This is an optimization exercise on Yosys and OpenROAD, whose aim is small area, a short achievable clock period and few clock cycles per item, not a production implementation.
Function not checked in this run: the RTL went through the layout flow alone.
Power is estimated from default activity; no workload was simulated.

$ cat flow/constraint.sdc
create_clock -name core_clock -period 8.0 [get_ports {clk}]
set_input_delay 1.6000 -clock core_clock [delete_from_list [all_inputs] [get_ports {clk}]]
set_output_delay 1.6000 -clock core_clock [all_outputs]
set_load 0.01 [all_outputs]
$ cat flow/run.sh
#!/bin/bash
# synth_recipe.tcl (not shown) runs the flow's synth.tcl, then flattens the netlist and writes it again
# the make line also repeats each setting of config.mk as NAME=value (left out here)
make -C /OpenROAD-flow-scripts/flow DESIGN_CONFIG=/design/flow/config.mk WORK_HOME=/design/flow/orfs CLKGATE_MAP_FILE= SYNTH_SCRIPT=/design/flow/synth_recipe.tcl finish
$ cat flow/config.mk
export PLATFORM = sky130hd
export DESIGN_NAME = union_find_path_halving
export DESIGN_NICKNAME = union_find_path_halving
export VERILOG_FILES = /design/flow/design.v
export SDC_FILE = /design/flow/constraint.sdc
export NUM_CORES = 4
export LEC_CHECK = 0
export CAP_MARGIN = 20
export CORE_MARGIN = 2
export CORE_UTILIZATION = 40
export SLEW_MARGIN = 20
$ cat flow/design.v
`default_nettype none
package ufph_pkg;
	localparam int INDEX_W     = 8;
	localparam int KIND_W      = 2;
	localparam int DEF_ENTRIES = 256;
	localparam int LUT_DEPTH   = 1 << INDEX_W;
	localparam logic [KIND_W-1:0] KIND_FIND   = 2'd0;
	localparam logic [KIND_W-1:0] KIND_UNITE  = 2'd1;
	localparam logic [KIND_W-1:0] KIND_CLEAR  = 2'd2;
	typedef struct packed {
		logic [KIND_W-1:0]  kind;
		logic [INDEX_W-1:0] first_index;
		logic [INDEX_W-1:0] second_index;
	} req_t;
	typedef struct packed {
		logic [INDEX_W-1:0] root;
		logic               joined;
	} rsp_t;
endpackage
`default_nettype wire
`default_nettype none
module union_find_path_halving #(
	parameter int ENTRIES = ufph_pkg::DEF_ENTRIES
) (
	input  wire logic            clk,
	input  wire logic            arst_n,
	input  wire logic            req_valid,
	output logic                 req_ready,
	input  wire ufph_pkg::req_t  req_data,
	output logic                 rsp_valid,
	input  wire logic            rsp_ready,
	output ufph_pkg::rsp_t       rsp_data
);
	localparam int DEPTH = (ENTRIES < ufph_pkg::LUT_DEPTH) ? ENTRIES : ufph_pkg::LUT_DEPTH;
	localparam int AW    = (DEPTH > 1) ? $clog2(DEPTH) : 1;
	localparam int QN    = 4;  
	logic [AW-1:0] wrap_lut [ufph_pkg::LUT_DEPTH];
	for (genvar g = 0; g < ufph_pkg::LUT_DEPTH; g++) begin : g_wrap
		localparam int WRAPPED = g % ENTRIES;
		assign wrap_lut[g] = AW'(WRAPPED);
	end
	logic                        init_q;
	logic                        ready_q;
	logic                        a_vld_q;
	logic [ufph_pkg::KIND_W-1:0] a_kind_q;
	logic [AW-1:0]               a_a_q;
	logic [AW-1:0]               a_b_q;
	logic                        b_vld_q;
	logic [ufph_pkg::KIND_W-1:0] b_kind_q;
	logic [AW-1:0]               b_a_q;
	logic [AW-1:0]               b_b_q;
	logic [AW-1:0]               b_sa_q;
	logic [AW-1:0]               b_sb_q;
	logic                        u_uni_q;    
	logic                        u_clr_q;    
	logic [AW-1:0]               u_from_q;
	logic [AW-1:0]               u_to_q;
	logic                        d_uni_q;
	logic                        d_clr_q;
	logic [AW-1:0]               d_from_q;
	logic [AW-1:0]               d_to_q;
	logic [QN-1:0]               q_vld_q;
	ufph_pkg::rsp_t              q_q [QN];
	logic [DEPTH-1:0][AW-1:0]    tab_q;
	logic                        accept;
	logic                        pop;
	logic                        tab_clr;
	logic [AW-1:0]               ra;
	logic [AW-1:0]               rb;
	logic                        differ;
	ufph_pkg::rsp_t              res;
	logic [QN-1:0]               q_vld_d;
	logic [2:0]                  occ_d;
	assign req_ready = ready_q;
	assign accept    = req_valid && ready_q;
	assign pop       = q_vld_q[0] && rsp_ready;
	assign tab_clr   = u_clr_q || init_q;
	function automatic logic [AW-1:0] fix_root(
		input logic [AW-1:0] s,
		input logic [AW-1:0] x,
		input logic          d_uni,
		input logic          d_clr,
		input logic [AW-1:0] d_from,
		input logic [AW-1:0] d_to,
		input logic          u_uni,
		input logic          u_clr,
		input logic [AW-1:0] u_from,
		input logic [AW-1:0] u_to
	);
		logic [AW-1:0] v;
		logic          hit_d;
		logic          hit_u;
		hit_d = (s == (d_from ^ x));
		hit_u = (s == (u_from ^ x));
		if (d_clr) begin
			v = x;
			hit_u = (x == u_from);
		end else if (d_uni && hit_d) begin
			v = d_to;
			hit_u = (d_to == u_from);
		end else begin
			v = s ^ x;
		end
		if (u_clr) begin
			v = x;
		end else if (u_uni && hit_u) begin
			v = u_to;
		end
		fix_root = v;
	endfunction
	assign ra = fix_root(b_sa_q, b_a_q, d_uni_q, d_clr_q, d_from_q, d_to_q,
		u_uni_q, u_clr_q, u_from_q, u_to_q);
	assign rb = fix_root(b_sb_q, b_b_q, d_uni_q, d_clr_q, d_from_q, d_to_q,
		u_uni_q, u_clr_q, u_from_q, u_to_q);
	assign differ = (ra != rb);
	always_comb begin
		res = '0;
		case (b_kind_q)
			ufph_pkg::KIND_FIND: begin
				res.root = ufph_pkg::INDEX_W'(ra);
			end
			ufph_pkg::KIND_UNITE: begin
				res.root   = ufph_pkg::INDEX_W'(ra);
				res.joined = differ;
			end
			default: begin
			end
		endcase
	end
	logic [AW-1:0] wr_t;
	logic [AW-1:0] wr_c;
	assign wr_t = tab_clr ? '0 : u_to_q;
	assign wr_c = tab_clr ? '0 : ~u_to_q;
	for (genvar i = 0; i < DEPTH; i++) begin : g_ent
		localparam logic [AW-1:0] IDX = AW'(i);
		logic          hit;
		logic [AW-1:0] wd;
		assign wd  = (wr_t & ~IDX) | (wr_c & IDX);
		assign hit = tab_clr || (u_uni_q && ((tab_q[i] ^ IDX) == u_from_q));
		always_ff @(posedge clk) begin
			if (hit) begin
				tab_q[i] <= wd;
			end
		end
	end
	always_comb begin
		q_vld_d = q_vld_q;
		if (pop) begin
			q_vld_d = {1'b0, q_vld_q[QN-1:1]};
		end
		if (b_vld_q) begin
			q_vld_d = {q_vld_d[QN-2:0], 1'b1};
		end
	end
	for (genvar j = 0; j < QN; j++) begin : g_q
		logic below;   
		logic here;    
		if (j == 0) begin : g_first
			assign below = 1'b1;
		end else begin : g_rest
			assign below = pop ? q_vld_q[j] : q_vld_q[j-1];
		end
		if (j == QN - 1) begin : g_last
			assign here = pop ? 1'b0 : q_vld_q[j];
		end else begin : g_inner
			assign here = pop ? q_vld_q[j+1] : q_vld_q[j];
		end
		always_ff @(posedge clk) begin
			if (b_vld_q && below && !here) begin
				q_q[j] <= res;
			end else if (pop) begin
				if (j < QN - 1) begin
					q_q[j] <= q_q[(j < QN - 1) ? j + 1 : j];
				end
			end
		end
	end
	assign occ_d = 3'(q_vld_d[0]) + 3'(q_vld_d[1]) + 3'(q_vld_d[2]) + 3'(q_vld_d[3]) +
		3'(accept) + 3'(a_vld_q);
	always_ff @(posedge clk or negedge arst_n) begin
		if (!arst_n) begin
			init_q  <= 1'b1;
			ready_q <= 1'b0;
			a_vld_q <= 1'b0;
			b_vld_q <= 1'b0;
			u_uni_q <= 1'b0;
			u_clr_q <= 1'b0;
			d_uni_q <= 1'b0;
			d_clr_q <= 1'b0;
			q_vld_q <= '0;
		end else begin
			init_q  <= 1'b0;
			ready_q <= (occ_d < 3'(QN));
			a_vld_q <= accept;
			b_vld_q <= a_vld_q;
			u_uni_q <= b_vld_q && (b_kind_q == ufph_pkg::KIND_UNITE) && differ;
			u_clr_q <= b_vld_q && (b_kind_q == ufph_pkg::KIND_CLEAR);
			d_uni_q <= u_uni_q;
			d_clr_q <= u_clr_q;
			q_vld_q <= q_vld_d;
		end
	end
	always_ff @(posedge clk) begin
		if (accept) begin
			a_kind_q <= req_data.kind;
			a_a_q    <= wrap_lut[req_data.first_index];
			a_b_q    <= wrap_lut[req_data.second_index];
		end
		b_kind_q <= a_kind_q;
		b_a_q    <= a_a_q;
		b_b_q    <= a_b_q;
		b_sa_q   <= tab_q[a_a_q];
		b_sb_q   <= tab_q[a_b_q];
		u_from_q <= ra;
		u_to_q   <= rb;
		d_from_q <= u_from_q;
		d_to_q   <= u_to_q;
	end
	assign rsp_valid = q_vld_q[0];
	assign rsp_data  = q_q[0];
endmodule
`default_nettype wire
==> results.py <==
metrics = {
    "detailed_routing": {
        "via_count": 75600,
        "post_drt_via_cell_ratio": 6.45,
        "detail_route.iter0.violations": 9696,
        "wirelength_mm": 408,
        "avgRoutedWirePerCell_um": 34.8,
        "drt_first_pass_iters": 6,
        "drtAntennaViolNets": 0,
        "route.detailed.drc": 0,
    },
    "placement": {
        "dp_cells": 11300,
        "gp_congestion": 0.889,
        "hpwl_mm": 256,
        "place.port_buffers": 24,
    },
    "yosys": {
        "yosys-top-cells-area": "edfxtp_1 (50%), mux4_2 (25%), xor2_1 (7.6%)",
        "yosysTopAreaCell": "edfxtp_1",
        "synth_edf_count": 2070,
        "avgSynthCellArea_um2": 16.3,
        "yosysWarnings": 2,
        "synth_common_cells": "edfxtp_1 (2070), mux4_2 (1360), xor2_1 (1064)",
        "synthFlopType": "edfxtp_1",
        "synthCells": 7541,
        "post-synth-top-count-cell": "edfxtp_1",
        "ys_types": 61,
        "yosysTopAreaCellShare_pct": 50.5,
        "ys_seq_area_share_pct": 51.8,
        "synth-async-reset-ratio_pct": 0.559,
        "synth-seq-cells": 2148,
        "synthesis.area_um2": 123000,
    },
    "floorplan": {
        "dieArea_um2": 312000,
        "rows": 203,
        "design.core.area_um2": 306000,
        "ios": 33,
        "die_y_um": 559,
        "dieWidth_um": 559,
        "start_util_pct": 40.2,
    },
    "finish": {
        "fillers": 26400,
        "fin_cells": 11700,
        "drive_above_1_share_pct": 26.6,
        "syn2layout_area_growth_pct": 10.5,
        "fin_nets": 7448,
    },
    "clocking": {
        "cts_buffer_depth": 4,
        "cts_max_level": 4,
        "clk_pin_slew_ps": 60,
        "cts_hold_buf": 0,
        "numCtsBuffers": 239,
        "tritoncts": "yes",
        "numClockSinks": 2148,
        "post_cts_resize_count": 0,
        "postCtsSetupRepairBufs": 0,
        "cts-root-buf": "clkbuf_16",
        "clock_latency_ps": 930,
    },
    "timing": {
        "finalClockSkew_ps": 62.8,
        "hold_slack_ps": 386,
        "final.setup.tns_ps": 0,
        "max-slew-margin-rel_pct": 20.4,
        "min_period_over_period_pct": 57.8,
        "slew_violations": 0,
        "setup_viol": 0,
        "rsz0062_at_grt": "false",
        "hold_viol_final": 0,
        "fmax_ghz": 0.216,
        "period_minus_slack_ps": 4630,
        "tightestPinTransition_ps": 1190,
    },
    "setup_path": {
        "path_max_fanout": 104,
        "cpMostUsedCell": "mux4_2",
        "slowest_stage": "edfxtp_1",
        "arrival_ps": 5390,
        "end_kind": "flop",
        "critPathKind": "flop to flop",
        "max_stage_delay_ps": 790,
        "crit_required_ps": 8760,
        "startpoint_type": "flop",
        "cp_cell_sequence": "buf_12 -> buf_12 -> mux4_2 -> mux4_2 -> mux4_2 -> mux4_2",
    },
    "power_and_ir_drop": {
        "power_frac_clock_pct": 21.4,
        "peakVddDrop_v": 0.000365,
        "total_leakage_power_nw": 44.9,
        "p_seq_share_pct": 38.0,
        "combPwrFrac_pct": 40.6,
        "p_per_area_nw_per_um2": 378,
        "p_int_mw": 31.6,
        "power_mw": 51.4,
        "power.switching_mw": 19.9,
        "switching_share_pct": 38.7,
    },
    "grt": {
        "grt_pass1_vias": 75300,
        "grt_pass1_wl_mm": 582,
        "grt_max_degree": 157,
        "grt_remaining_overflow": 0,
        "antenna_found_initial": 23,
        "gr-usage-all-layers_pct": 25.9,
    },
    "worst_hold_path": {
        "min-delay-path-class": "flop to flop",
    },
    "run_status": {
        "status": "complete, no violations",
    },
    "job": {
        "drv_cap": 0,
    },
}
==> power by group through the flow <==
stage	logic [mW]	registers, mW	clock network, mW
6_report	20.9	19.5	11.0
5_1_grt	22.0	19.7	11.6
4_1_cts	20.8	19.4	11.2
3_5_place_dp	20.7	19.6	0
3_3_place_gp	20.6	19.5	0
2_1_floorplan	14.5	18.0	0
==> path summary, 6_finish.rpt <==
| path | endpoint | slack, ps | depth (start not counted) | start |
|---|---|---|---|---|
| max in group asynchronous | u_uni_q | 6190 | 1 | arst_n |
| min in group asynchronous | q_vld_q[2] | 1170 | 1 | arst_n |
| hold / removal | b_kind_q[1] | 390 | 0 | a_kind_q[1] |
| setup / recovery | b_sb_q[7] | 3370 | 6 | a_b_q[0] |
| setup reg to reg | b_sb_q[7] | 3370 | 6 | a_b_q[0] |
| hold reg to reg | b_kind_q[1] | 390 | 0 | a_kind_q[1] |
==> flip-flops by register name (all words and copies together) (netlist names), 2 cells and up <==
signal / cells
q_vld_q: 4
b_sa_q: 8
b_a_q: 8
a_kind_q: 2
d_to_q: 8
tab_q: 2048
a_b_q: 8
u_from_q: 8
b_sb_q: 8
a_a_q: 8
d_from_q: 8
b_kind_q: 2
q_q: 4
b_b_q: 8
u_to_q: 8
==> cells by family (layout without fill, tap and decap cells) <==
family	after synthesis	in the layout	synth area share (%)
DFF	2148	2148	51.8
xor gates and xnor gates	2113	2113	15.4
muxes	1372	1372	25.0
and+or+nand+nor	906	906	4.01
buffers and inverters	655	724	2.19
AOI/OAI and AO/OA	343	343	1.57
adders and majority gates	3	3	0.0427
other	1	16	0.00305
==> area by class of cell <==
| cell class | instances | area [um2] | area share, % |
|---|---|---|---|
| diodes | 7 | 17.5 | 0.0129 |
| flip-flops and latches | 2148 | 63800 | 46.9 |
| clock buffers | 303 | 6400 | 4.71 |
| well taps | 4100 | 5130 | 3.77 |
| repair buffers | 277 | 2630 | 1.93 |
| clock inverters | 133 | 1240 | 0.910 |
| multi-input cells | 4746 | 56700 | 41.7 |
| inverters | 11 | 41.3 | 0.0304 |
==> worst max-delay path: cells and delay by family (launching register included) <==
| family | cells | cell delay (ps) |
|---|---|---|
| multiplexers | 4 | 2310 |
| buffers and inverters | 2 | 960 |
| flip-flops | 1 | 790 |
==> per-layer routing <==
layer | wire length, um | GRT usage, %
met1 | 161000 | 35.6
met2 | 193000 | 41.4
met3 | 38000 | 4.65
met4 | 15800 | 9.15
met5 | 141 | 0
==> metrics by stage <==
stage,utilization (%),worst slack (ps),cell area [um2]
after detailed placement,41.9,3440,128000
after global placement,41.9,3420,128000
after global routing,44.4,3260,136000
final,44.4,3370,136000
after CTS,44.4,3420,136000
after floorplan,-,3010,123000
==> layout by cell type (no fill, tap or decap), types with 9 or more instances in the layout <==
master,netlist,routed
a21oi_1,10,10
o21ai_1,2,131
clkbuf_16,0,241
mux2_2,9,9
clkbuf_1,269,48
clkinvlp_4,0,10
o21ai_0,263,134
xnor2_1,1020,1020
nand3_1,518,518
conb_1,1,9
nor3b_1,10,10
nor2_4,0,9
dfrtp_1,11,10
dfxtp_1,66,58
xnor3_1,22,22
nor3_1,10,10
nor2_1,20,11
nor4_1,258,258
clkinv_1,0,40
bufinv_16,0,21
inv_1,11,11
buf_12,0,36
buf_4,12,206
o22ai_1,9,9
clkdlybuf4s50_1,0,24
nand2_1,39,39
xor2_1,1064,1064
nand2b_1,15,15
mux4_2,1360,1360
edfxtp_1,2070,2070
clkinv_2,0,49
clkbuf_8,0,14

## what the ideal ports hide
No port has a modelled driver above. Below, the same layout with a new extraction and two added sets of constraints.
Step 1, drivers: a clkbuf_16 drives clk and a buf_2 each remaining input, both assumed.
Step 2 also shifts input and output timing later by t, the mid clock arrival at the registers, as if the neighbouring blocks saw the same clock.
Three values: ideal ports, drivers, drivers and shift; two values: the first two.
shift t [ns]: 1.004
slack for setup (ns): 3.374 / 3.374 / 3.374
worst setup path after step 2: register to register
latest minus earliest clock arrival (ns): 0.066 / 0.066
After both steps this run still meets setup and hold. The setup slack of this run moves by 0.000 ns with the drivers and by 0.000 ns with both steps.
